From an optimization exercise on the open Yosys and OpenROAD flow, aimed at small area; shortcuts taken in it are not production practice.
Function was checked by simulation only, so behaviour that the tests miss may differ from the original.
No activity file was given, so power comes from the tool's default toggle rates.

$ cat flow/design.v
`timescale 1ns/1ps
module aesInv (
	input  logic a,
	output logic y
);
	assign y = ~a;
endmodule
module aesNand2 (
	input  logic a,
	input  logic b,
	output logic y
);
	assign y = ~(a & b);
endmodule
module aesNor2 (
	input  logic a,
	input  logic b,
	output logic y
);
	assign y = ~(a | b);
endmodule
module aesNand3 (
	input  logic a,
	input  logic b,
	input  logic c,
	output logic y
);
	assign y = ~(a & b & c);
endmodule
module aesNand4 (
	input  logic a,
	input  logic b,
	input  logic c,
	input  logic d,
	output logic y
);
	assign y = ~(a & b & c & d);
endmodule
module aesAnd2 (
	input  logic a,
	input  logic b,
	output logic y
);
	assign y = a & b;
endmodule
module aesOr2 (
	input  logic a,
	input  logic b,
	output logic y
);
	assign y = a | b;
endmodule
module aesXor2 (
	input  logic a,
	input  logic b,
	output logic y
);
	assign y = a ^ b;
endmodule
module aesXnor2 (
	input  logic a,
	input  logic b,
	output logic y
);
	assign y = ~(a ^ b);
endmodule
module aesAo21 (
	input  logic a1,
	input  logic a2,
	input  logic b,
	output logic y
);
	assign y = (a1 & a2) | b;
endmodule
module aesAo22 (
	input  logic a1,
	input  logic a2,
	input  logic b1,
	input  logic b2,
	output logic y
);
	assign y = (a1 & a2) | (b1 & b2);
endmodule
module aesAnd3 (
	input  logic a,
	input  logic b,
	input  logic c,
	output logic y
);
	assign y = a & b & c;
endmodule
module aesAnd4 (
	input  logic a,
	input  logic b,
	input  logic c,
	input  logic d,
	output logic y
);
	assign y = a & b & c & d;
endmodule
module aesAnd3b (
	input  logic an,
	input  logic b,
	input  logic c,
	output logic y
);
	assign y = ~an & b & c;
endmodule
module aesOr3 (
	input  logic a,
	input  logic b,
	input  logic c,
	output logic y
);
	assign y = a | b | c;
endmodule
module aesOr4 (
	input  logic a,
	input  logic b,
	input  logic c,
	input  logic d,
	output logic y
);
	assign y = a | b | c | d;
endmodule
module aesNand2b (
	input  logic an,
	input  logic b,
	output logic y
);
	assign y = ~(~an & b);
endmodule
module aesNand3b (
	input  logic an,
	input  logic b,
	input  logic c,
	output logic y
);
	assign y = ~(~an & b & c);
endmodule
module aesO21ai (
	input  logic a1,
	input  logic a2,
	input  logic b,
	output logic y
);
	assign y = ~((a1 | a2) & b);
endmodule
module aesO22ai (
	input  logic a1,
	input  logic a2,
	input  logic b1,
	input  logic b2,
	output logic y
);
	assign y = ~((a1 | a2) & (b1 | b2));
endmodule
module aesMaj3 (
	input  logic a,
	input  logic b,
	input  logic c,
	output logic y
);
	assign y = (a & b) | (a & c) | (b & c);
endmodule
module aesMux2i (
	input  logic a0,
	input  logic a1,
	input  logic s,
	output logic y
);
	assign y = ~(s ? a1 : a0);
endmodule
module aesAoi222 (
	input  logic a1,
	input  logic a2,
	input  logic b1,
	input  logic b2,
	input  logic c1,
	input  logic c2,
	output logic y
);
	assign y = ~((a1 & a2) | (b1 & b2) | (c1 & c2));
endmodule
module aesDec16n (
	input  logic [3:0]  aN,
	output logic [15:0] y
);
	logic [3:0] a;
	logic [3:0] lo;
	logic [3:0] hi;
	for (genvar i = 0; i < 4; i++) begin : gInv
		aesInv uInv (.a(aN[i]), .y(a[i]));
	end
	for (genvar k = 0; k < 4; k++) begin : gPre
		aesNand2 uLo (.a(((k >> 1) & 1) ? a[1] : aN[1]), .b((k & 1) ? a[0] : aN[0]), .y(lo[k]));
		aesNand2 uHi (.a(((k >> 1) & 1) ? a[3] : aN[3]), .b((k & 1) ? a[2] : aN[2]), .y(hi[k]));
	end
	for (genvar i = 0; i < 16; i++) begin : gOut
		aesNor2 uOut (.a(lo[i % 4]), .b(hi[i / 4]), .y(y[i]));
	end
endmodule
module aesSel16 (
	input  logic [15:0]  sel,
	input  logic [127:0] d,
	output logic [7:0]   y
);
	for (genvar b = 0; b < 8; b++) begin : gBit
		logic [5:0] t;
		logic [1:0] n;
		for (genvar k = 0; k < 5; k++) begin : gTri
			aesAoi222 uAoi (
				.a1(sel[3 * k]),     .a2(d[24 * k + b]),
				.b1(sel[3 * k + 1]), .b2(d[24 * k + 8 + b]),
				.c1(sel[3 * k + 2]), .c2(d[24 * k + 16 + b]),
				.y(t[k])
			);
		end
		aesNand2 uLast (.a(sel[15]), .b(d[120 + b]), .y(t[5]));
		aesNand4 uN0 (.a(t[0]), .b(t[1]), .c(t[2]), .d(t[3]), .y(n[0]));
		aesNand2 uN1 (.a(t[4]), .b(t[5]), .y(n[1]));
		aesOr2 uOr (.a(n[0]), .b(n[1]), .y(y[b]));
	end
endmodule
module aesSel4 (
	input  logic [3:0]  sel,
	input  logic [31:0] d,
	output logic [7:0]  y
);
	for (genvar b = 0; b < 8; b++) begin : gBit
		logic [1:0] t;
		aesAoi222 uAoi (
			.a1(sel[0]), .a2(d[b]),
			.b1(sel[1]), .b2(d[8 + b]),
			.c1(sel[2]), .c2(d[16 + b]),
			.y(t[0])
		);
		aesNand2 uLast (.a(sel[3]), .b(d[24 + b]), .y(t[1]));
		aesNand2 uOut (.a(t[0]), .b(t[1]), .y(y[b]));
	end
endmodule
module aesSboxN (
	input  logic [7:0] dinN,
	output logic [7:0] dout
);
	logic U0, U1, U2, U3, U4, U5, U6, U7;
	logic X1, T1, X2, X3, T9, T16, T6, T3, T4, T15, T8, T17;
	logic T22, T2, T10, T19, T20, T25, T26, T14, T27, T13, T23, T24;
	logic M1, M2, M3, M4, M5, M6, M7, M8, M9, M10, M11, M12;
	logic M13, M14, M15, M16, M17, M18, M19, M20, M21, M22, M23, M24;
	logic M25, M26, M27, M28, M29, M30, M31, M32, M33, M34, M35, M36;
	logic M37, M38, M39, M40, M41, M42, M43, M44, M45, M46, M47, M48;
	logic M49, M50, M51, M52, M53, M54, M55, M56, M57, M58, M59, M60;
	logic M61, M62, M63, L0, L1, L2, L3, L4, L5, L6, L7, L8;
	logic L9, L10, L11, L12, L13, L14, L15, L16, L17, L18, L19, L20;
	logic L21, L22, L23, L24, L25, L26, L27, L28, L29;
	assign {U0, U1, U2, U3, U4, U5, U6, U7} = dinN;
	aesXor2 gX1 (.a(U6), .b(U4), .y(X1));
	aesXor2 gT1 (.a(U3), .b(U0), .y(T1));
	aesXor2 gX2 (.a(U2), .b(U1), .y(X2));
	aesXnor2 gX3 (.a(U5), .b(X1), .y(X3));
	aesXnor2 gT9 (.a(U7), .b(X2), .y(T9));
	aesXnor2 gT16 (.a(U2), .b(X3), .y(T16));
	aesXor2 gT6 (.a(X1), .b(T1), .y(T6));
	aesXor2 gT3 (.a(U6), .b(U0), .y(T3));
	aesXor2 gT4 (.a(U5), .b(U3), .y(T4));
	aesXnor2 gT15 (.a(U1), .b(X3), .y(T15));
	aesXnor2 gT8 (.a(U7), .b(T6), .y(T8));
	aesXnor2 gT17 (.a(U7), .b(T15), .y(T17));
	aesXnor2 gT22 (.a(U6), .b(T9), .y(T22));
	aesXor2 gT2 (.a(U5), .b(U0), .y(T2));
	aesXor2 gT10 (.a(X2), .b(T6), .y(T10));
	aesXor2 gT19 (.a(U3), .b(T9), .y(T19));
	aesXnor2 gT20 (.a(U0), .b(T9), .y(T20));
	aesXnor2 gT25 (.a(U0), .b(T16), .y(T25));
	aesXnor2 gT26 (.a(U6), .b(T25), .y(T26));
	aesXor2 gT14 (.a(T1), .b(T15), .y(T14));
	aesXor2 gT27 (.a(T16), .b(T6), .y(T27));
	aesXor2 gT13 (.a(T3), .b(T4), .y(T13));
	aesXor2 gT23 (.a(T22), .b(T2), .y(T23));
	aesXor2 gT24 (.a(T2), .b(T10), .y(T24));
	aesNand2 gM1 (.a(T13), .b(T6), .y(M1));
	aesNand2 gM2 (.a(T23), .b(T8), .y(M2));
	aesXnor2 gM3 (.a(T14), .b(M1), .y(M3));
	aesNor2 gM4 (.a(T19), .b(U7), .y(M4));
	aesXnor2 gM5 (.a(M4), .b(M1), .y(M5));
	aesNand2 gM6 (.a(T3), .b(T16), .y(M6));
	aesNand2 gM7 (.a(T22), .b(T9), .y(M7));
	aesXnor2 gM8 (.a(T26), .b(M6), .y(M8));
	aesNand2 gM9 (.a(T20), .b(T17), .y(M9));
	aesXor2 gM10 (.a(M9), .b(M6), .y(M10));
	aesNand2 gM11 (.a(T1), .b(T15), .y(M11));
	aesNand2 gM12 (.a(T4), .b(T27), .y(M12));
	aesXor2 gM13 (.a(M12), .b(M11), .y(M13));
	aesNand2 gM14 (.a(T2), .b(T10), .y(M14));
	aesXor2 gM15 (.a(M14), .b(M11), .y(M15));
	aesXnor2 gM16 (.a(M3), .b(M2), .y(M16));
	aesXor2 gM17 (.a(M5), .b(T24), .y(M17));
	aesXnor2 gM18 (.a(M8), .b(M7), .y(M18));
	aesXor2 gM19 (.a(M10), .b(M15), .y(M19));
	aesXor2 gM20 (.a(M16), .b(M13), .y(M20));
	aesXor2 gM21 (.a(M17), .b(M15), .y(M21));
	aesXor2 gM22 (.a(M18), .b(M13), .y(M22));
	aesXor2 gM23 (.a(M19), .b(T25), .y(M23));
	aesXnor2 gM24 (.a(M22), .b(M23), .y(M24));
	aesNand2 gM25 (.a(M22), .b(M20), .y(M25));
	aesXor2 gM26 (.a(M21), .b(M25), .y(M26));
	aesXnor2 gM27 (.a(M20), .b(M21), .y(M27));
	aesXor2 gM28 (.a(M23), .b(M25), .y(M28));
	aesNor2 gM29 (.a(M28), .b(M27), .y(M29));
	aesNor2 gM30 (.a(M26), .b(M24), .y(M30));
	aesNand2 gM31 (.a(M20), .b(M23), .y(M31));
	aesNor2 gM32 (.a(M27), .b(M31), .y(M32));
	aesXor2 gM33 (.a(M27), .b(M25), .y(M33));
	aesNand2 gM34 (.a(M21), .b(M22), .y(M34));
	aesNor2 gM35 (.a(M24), .b(M34), .y(M35));
	aesXor2 gM36 (.a(M24), .b(M25), .y(M36));
	aesXor2 gM37 (.a(M21), .b(M29), .y(M37));
	aesXor2 gM38 (.a(M32), .b(M33), .y(M38));
	aesXnor2 gM39 (.a(M23), .b(M30), .y(M39));
	aesXor2 gM40 (.a(M35), .b(M36), .y(M40));
	aesXor2 gM41 (.a(M38), .b(M40), .y(M41));
	aesXnor2 gM42 (.a(M37), .b(M39), .y(M42));
	aesXor2 gM43 (.a(M37), .b(M38), .y(M43));
	aesXnor2 gM44 (.a(M39), .b(M40), .y(M44));
	aesXor2 gM45 (.a(M42), .b(M41), .y(M45));
	aesNand2 gM46 (.a(M44), .b(T6), .y(M46));
	aesNand2 gM47 (.a(M40), .b(T8), .y(M47));
	aesNor2 gM48 (.a(M39), .b(U7), .y(M48));
	aesNand2 gM49 (.a(M43), .b(T16), .y(M49));
	aesNand2 gM50 (.a(M38), .b(T9), .y(M50));
	aesNand2 gM51 (.a(M37), .b(T17), .y(M51));
	aesNand2 gM52 (.a(M42), .b(T15), .y(M52));
	aesNand2 gM53 (.a(M45), .b(T27), .y(M53));
	aesNand2 gM54 (.a(M41), .b(T10), .y(M54));
	aesNand2 gM55 (.a(M44), .b(T13), .y(M55));
	aesNand2 gM56 (.a(M40), .b(T23), .y(M56));
	aesNor2 gM57 (.a(M39), .b(T19), .y(M57));
	aesNand2 gM58 (.a(M43), .b(T3), .y(M58));
	aesNand2 gM59 (.a(M38), .b(T22), .y(M59));
	aesNand2 gM60 (.a(M37), .b(T20), .y(M60));
	aesNand2 gM61 (.a(M42), .b(T1), .y(M61));
	aesNand2 gM62 (.a(M45), .b(T4), .y(M62));
	aesNand2 gM63 (.a(M41), .b(T2), .y(M63));
	aesXor2 gL0 (.a(M61), .b(M62), .y(L0));
	aesXor2 gL1 (.a(M50), .b(M56), .y(L1));
	aesXnor2 gL2 (.a(M46), .b(M48), .y(L2));
	aesXor2 gL3 (.a(M47), .b(M55), .y(L3));
	aesXor2 gL4 (.a(M54), .b(M58), .y(L4));
	aesXor2 gL5 (.a(M49), .b(M61), .y(L5));
	aesXnor2 gL6 (.a(M62), .b(L5), .y(L6));
	aesXnor2 gL7 (.a(M46), .b(L3), .y(L7));
	aesXor2 gL8 (.a(M51), .b(M59), .y(L8));
	aesXor2 gL9 (.a(M52), .b(M53), .y(L9));
	aesXnor2 gL10 (.a(M53), .b(L4), .y(L10));
	aesXnor2 gL11 (.a(M60), .b(L2), .y(L11));
	aesXnor2 gL12 (.a(M48), .b(M51), .y(L12));
	aesXnor2 gL13 (.a(M50), .b(L0), .y(L13));
	aesXor2 gL14 (.a(M52), .b(M61), .y(L14));
	aesXnor2 gL15 (.a(M55), .b(L1), .y(L15));
	aesXnor2 gL16 (.a(M56), .b(L0), .y(L16));
	aesXor2 gL17 (.a(M57), .b(L1), .y(L17));
	aesXnor2 gL18 (.a(M58), .b(L8), .y(L18));
	aesXnor2 gL19 (.a(M63), .b(L4), .y(L19));
	aesXor2 gL20 (.a(L0), .b(L1), .y(L20));
	aesXor2 gL21 (.a(L1), .b(L7), .y(L21));
	aesXor2 gL22 (.a(L3), .b(L12), .y(L22));
	aesXor2 gL23 (.a(L18), .b(L2), .y(L23));
	aesXor2 gL24 (.a(L15), .b(L9), .y(L24));
	aesXor2 gL25 (.a(L6), .b(L10), .y(L25));
	aesXor2 gL26 (.a(L7), .b(L9), .y(L26));
	aesXor2 gL27 (.a(L8), .b(L10), .y(L27));
	aesXor2 gL28 (.a(L11), .b(L14), .y(L28));
	aesXor2 gL29 (.a(L11), .b(L17), .y(L29));
	aesXor2 gS0 (.a(L6), .b(L24), .y(dout[7]));
	aesXnor2 gS1 (.a(L16), .b(L26), .y(dout[6]));
	aesXnor2 gS2 (.a(L19), .b(L28), .y(dout[5]));
	aesXor2 gS3 (.a(L6), .b(L21), .y(dout[4]));
	aesXor2 gS4 (.a(L20), .b(L22), .y(dout[3]));
	aesXor2 gS5 (.a(L25), .b(L29), .y(dout[2]));
	aesXnor2 gS6 (.a(L13), .b(L27), .y(dout[1]));
	aesXnor2 gS7 (.a(L6), .b(L23), .y(dout[0]));
endmodule
`timescale 1ns/1ps
module encryptCtrl (
	input  logic clk,
	input  logic rstN,
	input  logic set,
	input  logic lastStep,
	output logic start,
	output logic busy,
	output logic cipherValid
);
	logic setQ;
	logic setN;
	logic setQNext;
	logic busyKeep;
	logic busyNext;
	logic validSet;
	logic validNext;
	aesAnd3b uStart (.an(set), .b(rstN), .c(setQ), .y(start));
	aesAnd2 uSetQ (.a(rstN), .b(set), .y(setQNext));
	aesAnd3b uKeep (.an(lastStep), .b(busy), .c(rstN), .y(busyKeep));
	aesOr2 uBusy (.a(start), .b(busyKeep), .y(busyNext));
	aesInv uSetN (.a(set), .y(setN));
	aesAo21 uValid (.a1(cipherValid), .a2(setN), .b(lastStep), .y(validSet));
	aesAnd3b uValidNext (.an(start), .b(rstN), .c(validSet), .y(validNext));
	always_ff @(posedge clk) begin
		setQ        <= setQNext;
		busy        <= busyNext;
		cipherValid <= validNext;
	end
endmodule
`timescale 1ns/1ps
module roundCounter (
	input  logic       clk,
	input  logic       start,
	input  logic       busy,
	input  logic [3:0] curPhase,
	output logic       lastStep,
	output logic       loadState,
	output logic       stateSbox,
	output logic       stateSum,
	output logic       opKey,
	output logic       opByte,
	output logic       opDouble,
	output logic       sboxKeyLo,
	output logic       sboxKeyHi,
	output logic       sboxData,
	output logic [3:0] readIdxN,
	output logic [3:0] readPhaseN,
	output logic       keyKeep,
	output logic       mixSbox,
	output logic       mixPrev,
	output logic       mixRcon,
	output logic [7:0] rcon,
	output logic [3:0] tapSel
);
	logic [3:0] slot;
	logic [2:0] rev;
	logic [3:0] roundNum;
	logic [3:0] slotNext;
	logic [2:0] revNext;
	logic [3:0] roundNext;
	logic       revEn;
	logic       roundEn;
	logic s10, s210, slotAll, revEnd;
	logic slotX1, slotX2, slotX3;
	aesAnd2 uS10 (.a(slot[1]), .b(slot[0]), .y(s10));
	aesAnd2 uS210 (.a(s10), .b(slot[2]), .y(s210));
	aesAnd2 uSAll (.a(s210), .b(slot[3]), .y(slotAll));
	aesXnor2 uSX1 (.a(slot[1]), .b(slot[0]), .y(slotX1));
	aesXnor2 uSX2 (.a(slot[2]), .b(s10), .y(slotX2));
	aesXnor2 uSX3 (.a(slot[3]), .b(s210), .y(slotX3));
	aesNor2 uSN0 (.a(slot[0]), .b(start), .y(slotNext[0]));
	aesNor2 uSN1 (.a(slotX1), .b(start), .y(slotNext[1]));
	aesNor2 uSN2 (.a(slotX2), .b(start), .y(slotNext[2]));
	aesNor2 uSN3 (.a(slotX3), .b(start), .y(slotNext[3]));
	aesAnd2 uRevEnd (.a(busy), .b(slotAll), .y(revEnd));
	logic r0N, r0, r20N, r10, rev7, rev3, revAN, v21N, v20N, v10N, revEN, revCN;
	aesOr4 uR0N (.a(roundNum[0]), .b(roundNum[1]), .c(roundNum[2]), .d(roundNum[3]), .y(r0N));
	aesInv uR0 (.a(r0N), .y(r0));
	aesNor2 uR20 (.a(roundNum[2]), .b(roundNum[0]), .y(r20N));
	aesAnd3 uR10 (.a(roundNum[3]), .b(roundNum[1]), .c(r20N), .y(r10));
	aesAnd3 uRev7 (.a(rev[0]), .b(rev[1]), .c(rev[2]), .y(rev7));
	aesAnd3b uRev3 (.an(rev[2]), .b(rev[1]), .c(rev[0]), .y(rev3));
	aesOr3 uRevA (.a(rev[0]), .b(rev[1]), .c(rev[2]), .y(revAN));
	aesNor2 uV21 (.a(rev[2]), .b(rev[1]), .y(v21N));
	aesNor2 uV20 (.a(rev[2]), .b(rev[0]), .y(v20N));
	aesNand2 uRevE (.a(v21N), .b(rev[0]), .y(revEN));
	aesNand2 uRevC (.a(v20N), .b(rev[1]), .y(revCN));
	logic nextRound;
	aesAnd2 uNext (.a(revEnd), .b(rev7), .y(nextRound));
	aesAnd3 uLast (.a(revEnd), .b(r10), .c(rev3), .y(lastStep));
	logic v10;
	aesOr2 uRevEn (.a(start), .b(revEnd), .y(revEn));
	logic vI0, vI1, vI2;
	aesAnd2 uV10 (.a(rev[1]), .b(rev[0]), .y(v10));
	aesInv uVI0 (.a(rev[0]), .y(vI0));
	aesXor2 uVI1 (.a(rev[1]), .b(rev[0]), .y(vI1));
	aesXor2 uVI2 (.a(rev[2]), .b(v10), .y(vI2));
	aesOr2 uVN0 (.a(vI0), .b(start), .y(revNext[0]));
	aesOr2 uVN1 (.a(vI1), .b(start), .y(revNext[1]));
	aesOr2 uVN2 (.a(vI2), .b(start), .y(revNext[2]));
	logic q10, q210, qX1, qX2, qX3;
	aesOr2 uRoundEn (.a(start), .b(nextRound), .y(roundEn));
	aesAnd2 uQ10 (.a(roundNum[1]), .b(roundNum[0]), .y(q10));
	aesAnd2 uQ210 (.a(q10), .b(roundNum[2]), .y(q210));
	aesXnor2 uQX1 (.a(roundNum[1]), .b(roundNum[0]), .y(qX1));
	aesXnor2 uQX2 (.a(roundNum[2]), .b(q10), .y(qX2));
	aesXnor2 uQX3 (.a(roundNum[3]), .b(q210), .y(qX3));
	aesNor2 uQN0 (.a(roundNum[0]), .b(start), .y(roundNext[0]));
	aesNor2 uQN1 (.a(qX1), .b(start), .y(roundNext[1]));
	aesNor2 uQN2 (.a(qX2), .b(start), .y(roundNext[2]));
	aesNor2 uQN3 (.a(qX3), .b(start), .y(roundNext[3]));
	always_ff @(posedge clk) begin
		slot <= slotNext;
		if (revEn) begin
			rev <= revNext;
		end
		if (roundEn) begin
			roundNum <= roundNext;
		end
	end
	logic actN, subBytes, expand, rconRev, finalKey, mixRev, mixRevPre, firstCol, firstColN;
	logic keySbox, keySboxN, row3N, row0;
	aesNand2 uActN (.a(busy), .b(r0N), .y(actN));
	aesAnd2 uLoad (.a(busy), .b(r0), .y(loadState));
	aesNand2 uKeep (.a(busy), .b(r0), .y(keyKeep));
	aesNor2 uSub (.a(actN), .b(revAN), .y(subBytes));
	aesNor2 uExpand (.a(actN), .b(revEN), .y(expand));
	aesNor2 uRcon (.a(actN), .b(revCN), .y(rconRev));
	aesAnd3 uFinal (.a(busy), .b(r10), .c(rev3), .y(finalKey));
	aesNor2 uMixRevN (.a(actN), .b(r10), .y(mixRevPre));
	aesAnd2 uMixRev (.a(mixRevPre), .b(revAN), .y(mixRev));
	aesNor2 uFirst (.a(slot[3]), .b(slot[2]), .y(firstCol));
	aesOr2 uFirstN (.a(slot[3]), .b(slot[2]), .y(firstColN));
	aesAnd2 uKeySbox (.a(expand), .b(firstCol), .y(keySbox));
	aesNand2 uRow3N (.a(slot[1]), .b(slot[0]), .y(row3N));
	aesNor2 uRow0 (.a(slot[1]), .b(slot[0]), .y(row0));
	assign stateSbox = subBytes;
	aesNor2 uStateSum (.a(loadState), .b(subBytes), .y(stateSum));
	assign opKey = finalKey;
	aesNor2 uSboxLo (.a(keySboxN), .b(row3N), .y(sboxKeyLo));
	aesNand2 uKeySboxN (.a(expand), .b(firstCol), .y(keySboxN));
	aesAnd2 uSboxHi (.a(keySbox), .b(row3N), .y(sboxKeyHi));
	assign sboxData = keySboxN;
	assign mixSbox = keySbox;
	aesAnd2 uMixPrev (.a(expand), .b(firstColN), .y(mixPrev));
	aesAnd2 uMixRcon (.a(rconRev), .b(row0), .y(mixRcon));
	logic v1r1N, mbA, mbB, mbC, mbD, mixByte, v10N2, mdA0, mdA, mdB, mdC, mixDouble;
	aesNor2 uV1r1 (.a(rev[1]), .b(slot[1]), .y(v1r1N));
	aesAnd2 uMbA (.a(v1r1N), .b(rev[0]), .y(mbA));
	aesAnd3b uMbB (.an(slot[1]), .b(rev[1]), .c(slot[0]), .y(mbB));
	aesAnd3b uMbC (.an(rev[1]), .b(rev[0]), .c(slot[0]), .y(mbC));
	aesNor2 uV10N (.a(rev[1]), .b(rev[0]), .y(v10N2));
	aesAnd3b uMbD (.an(slot[0]), .b(v10N2), .c(slot[1]), .y(mbD));
	aesOr4 uMb (.a(mbA), .b(mbB), .c(mbC), .d(mbD), .y(mixByte));
	aesAnd3b uMdA0 (.an(rev[2]), .b(rev[1]), .c(rev[0]), .y(mdA0));
	aesAnd3 uMdA (.a(mdA0), .b(slot[1]), .c(slot[0]), .y(mdA));
	aesAnd2 uMdB (.a(v10N2), .b(row0), .y(mdB));
	aesAnd3b uMdC (.an(slot[0]), .b(v20N), .c(slot[1]), .y(mdC));
	aesOr3 uMd (.a(mdA), .b(mdB), .c(mdC), .y(mixDouble));
	logic sd1a, sd1b, sd0, sd1, sq0, sqa, sqb, sq1, sh1a, sh1b;
	logic [3:0] mixSlotN;
	assign mixSlotN[0] = rev[0];
	aesXnor2 uMs1 (.a(rev[1]), .b(rev[0]), .y(mixSlotN[1]));
	aesXnor2 uSd0 (.a(rev[0]), .b(slot[0]), .y(sd0));
	aesAnd2 uSd1a (.a(rev[0]), .b(slot[0]), .y(sd1a));
	aesXnor2 uSd1b (.a(mixSlotN[1]), .b(slot[1]), .y(sd1b));
	aesXor2 uSd1 (.a(sd1b), .b(sd1a), .y(sd1));
	aesAnd2 uSq0 (.a(roundNum[0]), .b(sd0), .y(sq0));
	aesAnd2 uSqa (.a(roundNum[1]), .b(sd0), .y(sqa));
	aesAnd2 uSqb (.a(roundNum[0]), .b(sd1), .y(sqb));
	aesXor2 uSq1 (.a(sqa), .b(sqb), .y(sq1));
	aesXnor2 uMs2 (.a(slot[2]), .b(sq0), .y(mixSlotN[2]));
	aesAnd2 uSh1a (.a(slot[2]), .b(sq0), .y(sh1a));
	aesXor2 uSh1b (.a(slot[3]), .b(sq1), .y(sh1b));
	aesXnor2 uMs3 (.a(sh1b), .b(sh1a), .y(mixSlotN[3]));
	logic [3:0] dispSlotN;
	assign dispSlotN[2:0] = curPhase[2:0];
	aesXnor2 uDs3 (.a(curPhase[3]), .b(curPhase[0]), .y(dispSlotN[3]));
	logic mixRevN;
	logic [3:0] pickN;
	aesInv uMixRevInv (.a(mixRev), .y(mixRevN));
	for (genvar i = 0; i < 4; i++) begin : gPick
		aesAo22 uPick (.a1(mixRev), .a2(mixSlotN[i]), .b1(mixRevN), .b2(dispSlotN[i]), .y(pickN[i]));
	end
	logic ic1, ic2, ic3, ix1, ix2, ix3;
	aesXor2 uI0 (.a(pickN[0]), .b(slot[0]), .y(readIdxN[0]));
	aesAnd2 uIc1 (.a(pickN[0]), .b(slot[0]), .y(ic1));
	aesXor2 uIx1 (.a(pickN[1]), .b(slot[1]), .y(ix1));
	aesXor2 uI1 (.a(ix1), .b(ic1), .y(readIdxN[1]));
	aesMaj3 uIc2 (.a(pickN[1]), .b(slot[1]), .c(ic1), .y(ic2));
	aesXor2 uIx2 (.a(pickN[2]), .b(slot[2]), .y(ix2));
	aesXor2 uI2 (.a(ix2), .b(ic2), .y(readIdxN[2]));
	aesMaj3 uIc3 (.a(pickN[2]), .b(slot[2]), .c(ic2), .y(ic3));
	aesXor2 uIx3 (.a(pickN[3]), .b(slot[3]), .y(ix3));
	aesXor2 uI3 (.a(ix3), .b(ic3), .y(readIdxN[3]));
	logic kl0, kl1, klx, kp0, kpa, kpb, kp1, kt1, kt0N, kt1N;
	aesNor2 uKl0 (.a(roundNum[0]), .b(finalKey), .y(kl0));
	aesXnor2 uKlx (.a(roundNum[1]), .b(roundNum[0]), .y(klx));
	aesOr2 uKl1 (.a(finalKey), .b(klx), .y(kl1));
	aesAnd2 uKp0 (.a(kl0), .b(slot[0]), .y(kp0));
	aesAnd2 uKpa (.a(kl1), .b(slot[0]), .y(kpa));
	aesAnd2 uKpb (.a(kl0), .b(slot[1]), .y(kpb));
	aesXor2 uKp1 (.a(kpa), .b(kpb), .y(kp1));
	aesXor2 uKt1 (.a(kp1), .b(kp0), .y(kt1));
	aesInv uKt0N (.a(kp0), .y(kt0N));
	aesInv uKt1N (.a(kt1), .y(kt1N));
	aesNor2 uTap0 (.a(kt1), .b(kp0), .y(tapSel[0]));
	aesNor2 uTap1 (.a(kt1), .b(kt0N), .y(tapSel[1]));
	aesNor2 uTap2 (.a(kt1N), .b(kp0), .y(tapSel[2]));
	aesAnd2 uTap3 (.a(kt1), .b(kp0), .y(tapSel[3]));
	logic n21, n10, n20, rc1a, r30, r21, r210, rc2a, rc3a, r10x, r32x;
	aesNor2 uN21 (.a(roundNum[2]), .b(roundNum[1]), .y(n21));
	aesNor2 uN10 (.a(roundNum[1]), .b(roundNum[0]), .y(n10));
	aesAnd2 uRc0 (.a(n21), .b(roundNum[0]), .y(rcon[0]));
	aesAnd2 uR30 (.a(roundNum[3]), .b(roundNum[0]), .y(r30));
	aesNor2 uN20 (.a(roundNum[2]), .b(roundNum[0]), .y(n20));
	aesAnd2 uRc1a (.a(n20), .b(roundNum[1]), .y(rc1a));
	aesOr2 uRc1 (.a(rc1a), .b(r30), .y(rcon[1]));
	aesAnd3b uRc2a (.an(roundNum[2]), .b(roundNum[1]), .c(roundNum[0]), .y(rc2a));
	aesAnd2 uR31 (.a(roundNum[3]), .b(roundNum[1]), .y(r21));
	aesOr2 uRc2 (.a(rc2a), .b(r21), .y(rcon[2]));
	aesAnd2 uRc3a (.a(n10), .b(roundNum[2]), .y(rc3a));
	aesOr2 uRc3 (.a(rc3a), .b(r30), .y(rcon[3]));
	aesAnd3b uRc4a (.an(roundNum[1]), .b(roundNum[2]), .c(roundNum[0]), .y(r210));
	aesXor2 uR10x (.a(roundNum[1]), .b(roundNum[0]), .y(r10x));
	aesAo21 uRc4 (.a1(roundNum[3]), .a2(r10x), .b(r210), .y(rcon[4]));
	aesXor2 uR32x (.a(roundNum[3]), .b(roundNum[2]), .y(r32x));
	aesAnd3b uRc5 (.an(roundNum[0]), .b(roundNum[1]), .c(r32x), .y(rcon[5]));
	aesAnd3 uRc6 (.a(roundNum[2]), .b(roundNum[1]), .c(roundNum[0]), .y(rcon[6]));
	aesAnd2 uRc7 (.a(roundNum[3]), .b(n10), .y(rcon[7]));
	aesAnd2 uOpByte (.a(mixRev), .b(mixByte), .y(opByte));
	aesAnd2 uOpDbl (.a(mixRev), .b(mixDouble), .y(opDouble));
	logic [3:0] slotN;
	for (genvar i = 0; i < 4; i++) begin : gPhase
		aesInv uSlotN (.a(slot[i]), .y(slotN[i]));
		aesMux2i uPh (.a0(curPhase[i]), .a1(slotN[i]), .s(loadState), .y(readPhaseN[i]));
	end
endmodule
`timescale 1ns/1ps
module keySchedule (
	input  logic         clk,
	input  logic [127:0] cipherKey,
	input  logic [15:0]  loadSel,
	input  logic         keyLoad,
	input  logic         keyKeep,
	input  logic         mixSbox,
	input  logic         mixPrev,
	input  logic         mixRcon,
	input  logic [7:0]   rcon,
	input  logic [3:0]   tapSel,
	input  logic [7:0]   sboxOut,
	input  logic         sboxKeyLo,
	input  logic         sboxKeyHi,
	input  logic         sboxData,
	input  logic [7:0]   keyed,
	output logic [7:0]   sboxInN,
	output logic [7:0]   keyTap
);
	logic [127:0] ring;
	logic [7:0]   keyByte;
	logic [7:0]   mixInN;
	logic [7:0]   expanded;
	logic [7:0]   keyIn;
	aesSel16 uLoad (.sel(loadSel), .d(cipherKey), .y(keyByte));
	for (genvar b = 0; b < 8; b++) begin : gSbIn
		aesAoi222 uSbIn (
			.a1(sboxKeyLo), .a2(ring[72 + b]),
			.b1(sboxKeyHi), .b2(ring[104 + b]),
			.c1(sboxData),  .c2(keyed[b]),
			.y(sboxInN[b])
		);
	end
	aesSel4 uTap (.sel(tapSel), .d({ring[103:96], ring[71:64], ring[39:32], ring[7:0]}), .y(keyTap));
	for (genvar b = 0; b < 8; b++) begin : gBit
		aesAoi222 uMix (
			.a1(mixSbox), .a2(sboxOut[b]),
			.b1(mixPrev), .b2(ring[96 + b]),
			.c1(mixRcon), .c2(rcon[b]),
			.y(mixInN[b])
		);
		aesXnor2 uExp (.a(ring[b]), .b(mixInN[b]), .y(expanded[b]));
		aesAo22 uIn (.a1(keyLoad), .a2(keyByte[b]), .b1(keyKeep), .b2(expanded[b]), .y(keyIn[b]));
	end
	always_ff @(posedge clk) begin
		ring <= {keyIn, ring[127:8]};
	end
endmodule
`timescale 1ns/1ps
module roundDatapath (
	input  logic         clk,
	input  logic [7:0]   plainByte,
	input  logic         loadState,
	input  logic         stateSbox,
	input  logic         stateSum,
	input  logic         opKey,
	input  logic         opByte,
	input  logic         opDouble,
	input  logic [7:0]   keyTap,
	input  logic [7:0]   sboxInN,
	input  logic [15:0]  readSel,
	output logic [7:0]   readByte,
	output logic [7:0]   keyed,
	output logic [7:0]   sboxOut
);
	logic [127:0] ring;
	logic [7:0]   doubled;
	logic [7:0]   operandN;
	logic [7:0]   sum;
	logic [7:0]   stateInN;
	logic [7:0]   stateIn;
	aesSel16 uRead (.sel(readSel), .d(ring), .y(readByte));
	assign doubled[0] = readByte[7];
	assign doubled[2] = readByte[1];
	assign doubled[5] = readByte[4];
	assign doubled[6] = readByte[5];
	assign doubled[7] = readByte[6];
	aesXor2 uDbl1 (.a(readByte[0]), .b(readByte[7]), .y(doubled[1]));
	aesXor2 uDbl3 (.a(readByte[2]), .b(readByte[7]), .y(doubled[3]));
	aesXor2 uDbl4 (.a(readByte[3]), .b(readByte[7]), .y(doubled[4]));
	for (genvar b = 0; b < 8; b++) begin : gBit
		aesAoi222 uOp (
			.a1(opKey),    .a2(keyTap[b]),
			.b1(opByte),   .b2(readByte[b]),
			.c1(opDouble), .c2(doubled[b]),
			.y(operandN[b])
		);
		aesXnor2 uSum (.a(ring[b]), .b(operandN[b]), .y(sum[b]));
		aesXor2 uKeyed (.a(ring[b]), .b(keyTap[b]), .y(keyed[b]));
		aesAoi222 uIn (
			.a1(loadState), .a2(plainByte[b]),
			.b1(stateSbox), .b2(sboxOut[b]),
			.c1(stateSum),  .c2(sum[b]),
			.y(stateInN[b])
		);
		aesInv uInv (.a(stateInN[b]), .y(stateIn[b]));
	end
	aesSboxN uSbox (.dinN(sboxInN), .dout(sboxOut));
	always_ff @(posedge clk) begin
		ring <= {stateIn, ring[127:8]};
	end
endmodule
`timescale 1ns/1ps
module panelEntry (
	input  logic         clk,
	input  logic         rstN,
	input  logic         set,
	input  logic         buttonU,
	input  logic         buttonD,
	input  logic         buttonL,
	input  logic         buttonR,
	input  logic         cipherValid,
	input  logic [7:0]   cipherByte,
	input  logic [15:0]  phaseSel,
	output logic [7:0]   plainByte,
	output logic [3:0]   curPhase,
	output logic [7:0]   sevenNum
);
	logic [127:0] plainBlock;
	logic         rst;
	logic [7:0]   same;
	logic [8:0]   carry;
	logic [7:0]   editByte;
	logic [7:0]   writeByte;
	logic         edit;
	logic [15:0]  writeEn;
	logic         showPlain;
	logic         showCipher;
	logic [7:0]   display;
	aesSel16 uRead (.sel(phaseSel), .d(plainBlock), .y(plainByte));
	logic       phaseMove;
	logic [2:0] phaseSame;
	logic [3:0] phaseCarry;
	logic [3:0] phaseToggle;
	logic [3:0] phaseKeep;
	logic [3:0] phaseNext;
	aesOr2 uMove (.a(buttonR), .b(buttonL), .y(phaseMove));
	for (genvar i = 0; i < 3; i++) begin : gPhaseSame
		aesXnor2 uSame (.a(curPhase[i]), .b(buttonR), .y(phaseSame[i]));
	end
	assign phaseCarry[0] = phaseMove;
	for (genvar i = 1; i < 4; i++) begin : gPhaseCarry
		aesAnd2 uCarry (.a(phaseCarry[i - 1]), .b(phaseSame[i - 1]), .y(phaseCarry[i]));
	end
	for (genvar i = 0; i < 4; i++) begin : gPhaseNext
		aesXnor2 uKeep (.a(curPhase[i]), .b(phaseCarry[i]), .y(phaseKeep[i]));
		aesNor2 uNext (.a(rst), .b(phaseKeep[i]), .y(phaseNext[i]));
	end
	always_ff @(posedge clk) begin
		curPhase <= phaseNext;
	end
	assign carry[0] = 1'b1;
	for (genvar i = 0; i < 8; i++) begin : gEdit
		aesXnor2 uSame (.a(plainByte[i]), .b(buttonU), .y(same[i]));
		if (i == 0) begin : gFirst
			assign carry[1] = same[0];
		end else begin : gNext
			aesAnd2 uCarry (.a(carry[i]), .b(same[i]), .y(carry[i + 1]));
		end
	end
	aesInv uRst (.a(rstN), .y(rst));
	aesNor2 uWr0 (.a(rst), .b(plainByte[0]), .y(writeByte[0]));
	for (genvar i = 1; i < 8; i++) begin : gWrite
		aesXor2 uToggle (.a(plainByte[i]), .b(carry[i]), .y(editByte[i]));
		aesAnd2 uZero (.a(rstN), .b(editByte[i]), .y(writeByte[i]));
	end
	assign editByte[0] = ~plainByte[0];
	logic editButton;
	aesOr2 uEditButton (.a(buttonU), .b(buttonD), .y(editButton));
	aesAnd3b uEdit (.an(carry[8]), .b(set), .c(editButton), .y(edit));
	logic [15:0]  writeEnN;
	logic [127:0] plainNext;
	for (genvar b = 0; b < 16; b++) begin : gEnable
		aesAo21 uEn (.a1(edit), .a2(phaseSel[b]), .b(rst), .y(writeEn[b]));
		aesInv uEnN (.a(writeEn[b]), .y(writeEnN[b]));
		for (genvar i = 0; i < 8; i++) begin : gHold
			aesAo22 uHold (
				.a1(writeEn[b]),  .a2(writeByte[i]),
				.b1(writeEnN[b]), .b2(plainBlock[8 * b + i]),
				.y(plainNext[8 * b + i])
			);
		end
	end
	always_ff @(posedge clk) begin
		plainBlock <= plainNext;
	end
	aesAnd2 uShowPlain (.a(rstN), .b(set), .y(showPlain));
	aesAnd3b uShowCipher (.an(set), .b(rstN), .c(cipherValid), .y(showCipher));
	for (genvar i = 0; i < 8; i++) begin : gShow
		aesAo22 uShow (.a1(showPlain), .a2(plainByte[i]), .b1(showCipher), .b2(cipherByte[i]), .y(display[i]));
	end
	always_ff @(posedge clk) begin
		sevenNum <= display;
	end
endmodule
`timescale 1ns/1ps
module aesPanelTop (
	input  logic         clk,
	input  logic         rstN,
	input  logic         set,
	input  logic         buttonU,
	input  logic         buttonD,
	input  logic         buttonL,
	input  logic         buttonR,
	input  logic [127:0] cipherKey,
	output logic [3:0]   curPhase,
	output logic [7:0]   sevenNum,
	output logic         cipherValid
);
	logic        start;
	logic        busy;
	logic        lastStep;
	logic        loadState;
	logic        stateSbox;
	logic        stateSum;
	logic        opKey;
	logic        opByte;
	logic        opDouble;
	logic        sboxKeyLo;
	logic        sboxKeyHi;
	logic        sboxData;
	logic [3:0]  readIdxN;
	logic [3:0]  readPhaseN;
	logic        keyKeep;
	logic        mixSbox;
	logic        mixPrev;
	logic        mixRcon;
	logic [7:0]  rcon;
	logic [3:0]  tapSel;
	logic [15:0] readSel;
	logic [15:0] phaseSel;
	logic [7:0]  plainByte;
	logic [7:0]  readByte;
	logic [7:0]  sboxOut;
	logic [7:0]  keyed;
	logic [7:0]  sboxInN;
	logic [7:0]  keyTap;
	encryptCtrl uCtrl (
		.clk(clk),
		.rstN(rstN),
		.set(set),
		.lastStep(lastStep),
		.start(start),
		.busy(busy),
		.cipherValid(cipherValid)
	);
	roundCounter uCounter (
		.clk(clk),
		.start(start),
		.busy(busy),
		.curPhase(curPhase),
		.lastStep(lastStep),
		.loadState(loadState),
		.stateSbox(stateSbox),
		.stateSum(stateSum),
		.opKey(opKey),
		.opByte(opByte),
		.opDouble(opDouble),
		.sboxKeyLo(sboxKeyLo),
		.sboxKeyHi(sboxKeyHi),
		.sboxData(sboxData),
		.readIdxN(readIdxN),
		.readPhaseN(readPhaseN),
		.keyKeep(keyKeep),
		.mixSbox(mixSbox),
		.mixPrev(mixPrev),
		.mixRcon(mixRcon),
		.rcon(rcon),
		.tapSel(tapSel)
	);
	aesDec16n uReadDec (.aN(readIdxN), .y(readSel));
	aesDec16n uPhaseDec (.aN(readPhaseN), .y(phaseSel));
	keySchedule uKeys (
		.clk(clk),
		.cipherKey(cipherKey),
		.loadSel(phaseSel),
		.keyLoad(loadState),
		.keyKeep(keyKeep),
		.mixSbox(mixSbox),
		.mixPrev(mixPrev),
		.mixRcon(mixRcon),
		.rcon(rcon),
		.tapSel(tapSel),
		.sboxOut(sboxOut),
		.sboxKeyLo(sboxKeyLo),
		.sboxKeyHi(sboxKeyHi),
		.sboxData(sboxData),
		.keyed(keyed),
		.sboxInN(sboxInN),
		.keyTap(keyTap)
	);
	roundDatapath uDatapath (
		.clk(clk),
		.plainByte(plainByte),
		.loadState(loadState),
		.stateSbox(stateSbox),
		.stateSum(stateSum),
		.opKey(opKey),
		.opByte(opByte),
		.opDouble(opDouble),
		.keyTap(keyTap),
		.sboxInN(sboxInN),
		.readSel(readSel),
		.readByte(readByte),
		.keyed(keyed),
		.sboxOut(sboxOut)
	);
	panelEntry uPanel (
		.clk(clk),
		.rstN(rstN),
		.set(set),
		.buttonU(buttonU),
		.buttonD(buttonD),
		.buttonL(buttonL),
		.buttonR(buttonR),
		.cipherValid(cipherValid),
		.cipherByte(readByte),
		.phaseSel(phaseSel),
		.plainByte(plainByte),
		.curPhase(curPhase),
		.sevenNum(sevenNum)
	);
endmodule
$ cat flow/flow/run.sh
#!/bin/bash
# Layout flow: the standard synthesis, unchanged, then the standard
# layout with two settings of its own:
#  - each input and output port gets the smallest buffer cell (buf_1)
#    instead of the flow's default port buffer;
#  - the clock tree uses clkbuf_4, clusters of up to 11 sinks
#    within 45 um, and no dummy loads.
# Each step's full output goes to a log file in the work folder.
set -euo pipefail

bash standard.sh synth > synth.log 2>&1

bash standard.sh \
	"BUFFER_PORTS_ARGS=-buffer_cell sky130_fd_sc_hd__buf_1" \
	"CTS_ARGS=-sink_clustering_enable -repair_clock_nets -dont_use_dummy_load -buf_list sky130_fd_sc_hd__clkbuf_4 -sink_clustering_size 11 -sink_clustering_max_diameter 45" \
	finish > layout.log 2>&1
$ cat flow/standard.sh
#!/bin/bash
# synth_recipe.tcl (not shown) runs the flow's synth.tcl, then flattens the netlist and writes it again
# the make line also repeats each setting of config.mk as NAME=value (left out here)
make -C /OpenROAD-flow-scripts/flow DESIGN_CONFIG=/design/flow/config.mk WORK_HOME=/design/flow/orfs CLKGATE_MAP_FILE= SYNTH_SCRIPT=/design/flow/synth_recipe.tcl "${@:-finish}"
$ cat flow/config.mk
export PLATFORM = sky130hd
export DESIGN_NAME = aesPanelTop
export DESIGN_NICKNAME = aesPanelTop
export VERILOG_FILES = /design/flow/design.v
export SDC_FILE = /design/flow/constraint.sdc
export NUM_CORES = 8
export LEC_CHECK = 0
export CAP_MARGIN = 20
export CORE_MARGIN = 2
export CORE_UTILIZATION = 40
export PLACE_DENSITY = 0.6
export SLEW_MARGIN = 20
export SYNTH_HIERARCHICAL = 1
$ cat flow/constraint.sdc
create_clock -name core_clock -period 10.0 [get_ports {clk}]
set_input_delay 2.0000 -clock core_clock [delete_from_list [all_inputs] [get_ports {clk}]]
set_output_delay 2.0000 -clock core_clock [all_outputs]
set_load 0.01 [all_outputs]
==> results.txt <==
## modules after synthesis, one instance, submodules excluded, excerpt
module         area (um2)  flip-flops and latches  cells  times used
aesOr2               6.26                       0      1          37
aesXnor2             8.76                       0      1          79
panelEntry           2800                     140    140           1
roundDatapath        2560                     128    128           1
aesAoi222            10.0                       0      1         160
aesOr4               7.51                       0      1           2
aesAo22              8.76                       0      1         148
roundCounter          290                      11     11           1
aesAnd3b             8.76                       0      1          14
aesOr3               6.26                       0      1           2
aesNand4             6.26                       0      1          24
aesNor2              3.75                       0      1          72
## registers in the layout, summed over array words and instances (netlist names)
name and flops:
uKeys.ring 128, uPanel.sevenNum 8, uDatapath.ring 128, uPanel.plainBlock 128
uCounter.roundNum 4, uCounter.rev 3, uCtrl.busy 1, uPanel.curPhase 4
uCtrl.cipherValid 1, uCounter.slot 4, uCtrl.setQ 1
## per-layer routing
| layer | wire length (um) | GRT usage [%] | vias up | share of wire (%) |
|---|---|---|---|---|
| met2 | 20600 | 37.2 | 539 | 46 |
| met3 | 3300 | 4.80 | 78 | 7.4 |
| met5 | 0 | 0 | - | 0 |
| met1 | 19400 | 30.1 | 5652 | 44 |
| li1 | - | - | 5306 | - |
| met4 | 1200 | 7.44 | 0 | 2.7 |
## through the flow
stage / hold WS (ps) / worst slack, ps
2_1_floorplan: 310 / 2190
3_3_place_gp: 310 / 1390
3_5_place_dp: 312 / 1160
4_1_cts: 292 / 1060
5_1_grt: 304 / 218
6_report: 294 / 927
## cells by family (layout without fill, tap and decap cells)
family	Yosys count	after routing	share of synthesized area [%]
adder cells (fa/ha/maj)	2	2	0.154
flip-flops	410	410	56.7
other	0	3	0
AND/OR/NAND/NOR	323	323	10.9
buffers and inverters	43	256	1.10
XOR/XNOR	169	169	10.1
multiplexers	4	4	0.274
AO/OA/AOI/OAI	326	326	20.8
## power breakdown
| part | switching [mW] | internal [mW] |
|---|---|---|
| Combinational | 2.04 | 1.13 |
| Sequential | 0.164 | 1.88 |
| Clock | 0.495 | 0.220 |
| Total | 2.70 | 3.23 |
## worst reg2reg max path, delay by kind of cell, from the launching register on
family | cells | cell delay [ps]
xor gates and xnor gates | 18 | 4940
and+or+nand+nor | 9 | 1950
AOI/OAI and AO/OA | 4 | 1370
DFF | 1 | 630
buffers and inverters | 1 | 70
## layout make-up
type / instances / share of cell area [%]
flip-flops and latches: 410 / 50.9
multi-input cells: 824 / 38.0
repair buffers: 165 / 4.23
well taps: 461 / 3.55
clock buffers: 48 / 2.22
inverters: 43 / 0.993
diodes: 3 / 0.0462
## cell usage in the layout, fill, tap and decap left out, types with 4 or more instances in the layout
| cell | instances |
|---|---|
| nand4_1 | 24 |
| dfxtp_1 | 403 |
| a222oi_1 | 160 |
| and2_1 | 53 |
| nor2_1 | 69 |
| nand2_1 | 113 |
| and3b_1 | 14 |
| xor2_1 | 90 |
| and3_1 | 6 |
| mux2i_1 | 4 |
| inv_1 | 43 |
| a22o_1 | 148 |
| clkbuf_4 | 48 |
| buf_1 | 147 |
| xnor2_1 | 79 |
| edfxtp_1 | 7 |
| or2_1 | 37 |
| a21o_1 | 18 |
| buf_4 | 18 |
## how the worst max path moves through the flow
stage	start	end	slack [ps]	depth (start not counted)
after floorplan	uCounter.roundNum[0]$_DFFE_PP_	uKeys.ring[122]$_DFF_P_	2190	31
after global placement	uCounter.roundNum[0]$_DFFE_PP_	uKeys.ring[122]$_DFF_P_	1390	31
after detailed placement	uCounter.roundNum[0]$_DFFE_PP_	uKeys.ring[122]$_DFF_P_	1160	34
after CTS	uCounter.roundNum[0]$_DFFE_PP_	uKeys.ring[122]$_DFF_P_	1060	32
after global routing	uCounter.roundNum[0]$_DFFE_PP_	uKeys.ring[122]$_DFF_P_	220	32
final	uCounter.roundNum[0]$_DFFE_PP_	uKeys.ring[122]$_DFF_P_	930	32
==> impl_results.md <==
- Worst-path clk slew: 110 ps
- Clk sinks: 410
- Drt initial violations: between 1,500 and 2,000
- Cell area after layout: around 16,000 um2
- Ports: ~150
- Inserted Clock Buffers: 48
- Htree depth: 2
- FF-to-FF Start: uCounter.roundNum[0]$_DFFE_PP_
- Max incr delay on CP: about 630 ps
- Latest clock arrival within the worst-skew pair: between 700 and 800 ps
- Worst Path Max Fanout: 18
- Post-synthesis cell count: about 1,300
- CP max stage cell: edfxtp_1
- Yosys reg bits: 410
- Remaining Overflow, GRT: 0
- Hold path endpoint: uKeys.ring[45]$_DFF_P_
- Cell Rows: approximately 70
- Synthesized Nets: ~1,400
- Hold Crit Class: register to register
- Die height: between 150 and 200 um
- Port Buffers: roughly 150
- Crit path buf inv count: 1
- Headroom to the max-slew limit: a little over a quarter
- Layout cells sized above 1: 4.77%
- Core Region: approximately 36,000 um2
- EDFF count, synth: 7
- Setup Fix Bufs, Post-CTS: 0
- Area leader, netlist: dfxtp_1
- Area of the multi-input gates: just over 6000 um2
- Worst setup EP type: register
- Hold Path Stages: 0
- Crit-path most repeated cell: xor2_1
- Cts hold-fix bufs: 0
- Asr flop ratio synth: 0%
- Reg area: 8280 um2
- First-pass GRT wire length: approximately 67,000 um
- Initial antenna violation count: 2
- Worst slew pin tran: around 1100 ps
- Setup Viol. Count Final: 0
- Die footprint: roughly 38,000 um2
- Vias: about 12,000
- RSZ-0062 raised after global routing: false
- Post-DP Area: 15,900 um2
- Top cells by area, synth: dfxtp_1 55%, a222oi_1 11%, a22o_1 8.9%, xor2_1 5.4%, xnor2_1 4.7%
- Fin. max-slew vios: 0
- F_max: 110 MHz
- Vias in the first global route: between 10,000 and 15,000
- Area growth from synthesis to layout: 11.2%
- First drt pass iteration count: 9
- Most common cell in the netlist: dfxtp_1
- Crit path launch type: register
- Synth top cells by count: 403 x dfxtp_1, 160 x a222oi_1, 148 x a22o_1
- Worst r2r dst: uKeys.ring[122]$_DFF_P_
- Final core occ: 45.5%
- Fin cells: 1,954
- Initial Util: 40.9%
- Sequential area share after synthesis: ~57%
- Synth cell types: 19
- Clock buffer depth: 3
- Die width: 195 um
- PwrDens: between 300 and 400 nW/um2
- Hold path start: uKeys.ring[53]$_DFF_P_
- Avg Inst Size Synth: around 11 um2
- R2R setup slack: between 900 and 1000 ps
- Ys Warns: 11
- Largest net degree at the start of global routing: 22
- Peak supply drop: 0.588 mV
- FILL cells: roughly 3,400
- Hpwl dp: about 32,000 um
- CTS tree: yes
- Nets: between 1,500 and 2,000
- CP Class: register to register
- Minimum clock period: 9070 ps
- Post_cts resized: 0
- GRT Total Usage: a little under a quarter
- Worst endpoint required time: approximately 11,000 ps
- Final Hold Viols: 0
- Drt total wl: between 40,000 and 50,000 um
- Data arrival, critical path: 9700 ps
- Max_cap viols: 0
- Post-synth top area share: 55.2%
- Post-route DRC: 0
- Clk root buf: clkbuf_4
- Setup Skew: approximately 84 ps
- Mapped Area: approximately 15,000 um2
- Final TNS setup: 0 ps
- Ys flop type: dfxtp_1
- FF-to-FF path depth: 32
- Status: timing/DRC/antenna clean
- Pleak: ~6.6 nW
- Number of cells after detailed placement: 1,903
- Antenna-violating nets left: 0
- Fin crit share: around nine tenths
- Gpl congestion: roughly 0.93
- Crit path max-delay family: XOR/XNOR gates
- Average wire per standard cell: between 20 and 25 um
- Power Total: about 5.9 mW
- Vias per cell: around 5.9

==> re-timing with driven ports <==
Ports are ideal in the flow. The routed layout listed here was re-timed in OpenROAD.
Step 1, drivers: a clkbuf_16 drives clk and a buf_2 each remaining input, both assumed.
Step 2, shift: input delay + t, output delay - t, t = (earliest + latest rising clock arrival at the registers) / 2. This alone moves slack from input paths to output paths.
Slacks: no drivers / after step 1 / after step 2; pairs: no drivers / after step 1.
t, ns: 0.771
setup slack, ns: 0.927 / 0.927 / 0.927
worst setup path at the end: register to register
clock arrival spread, ns: 0.085 / 0.085
After both steps setup and hold are still met in this run. For this run, drivers alone change the setup slack by 0.000 ns; drivers and shift together by 0.000 ns.
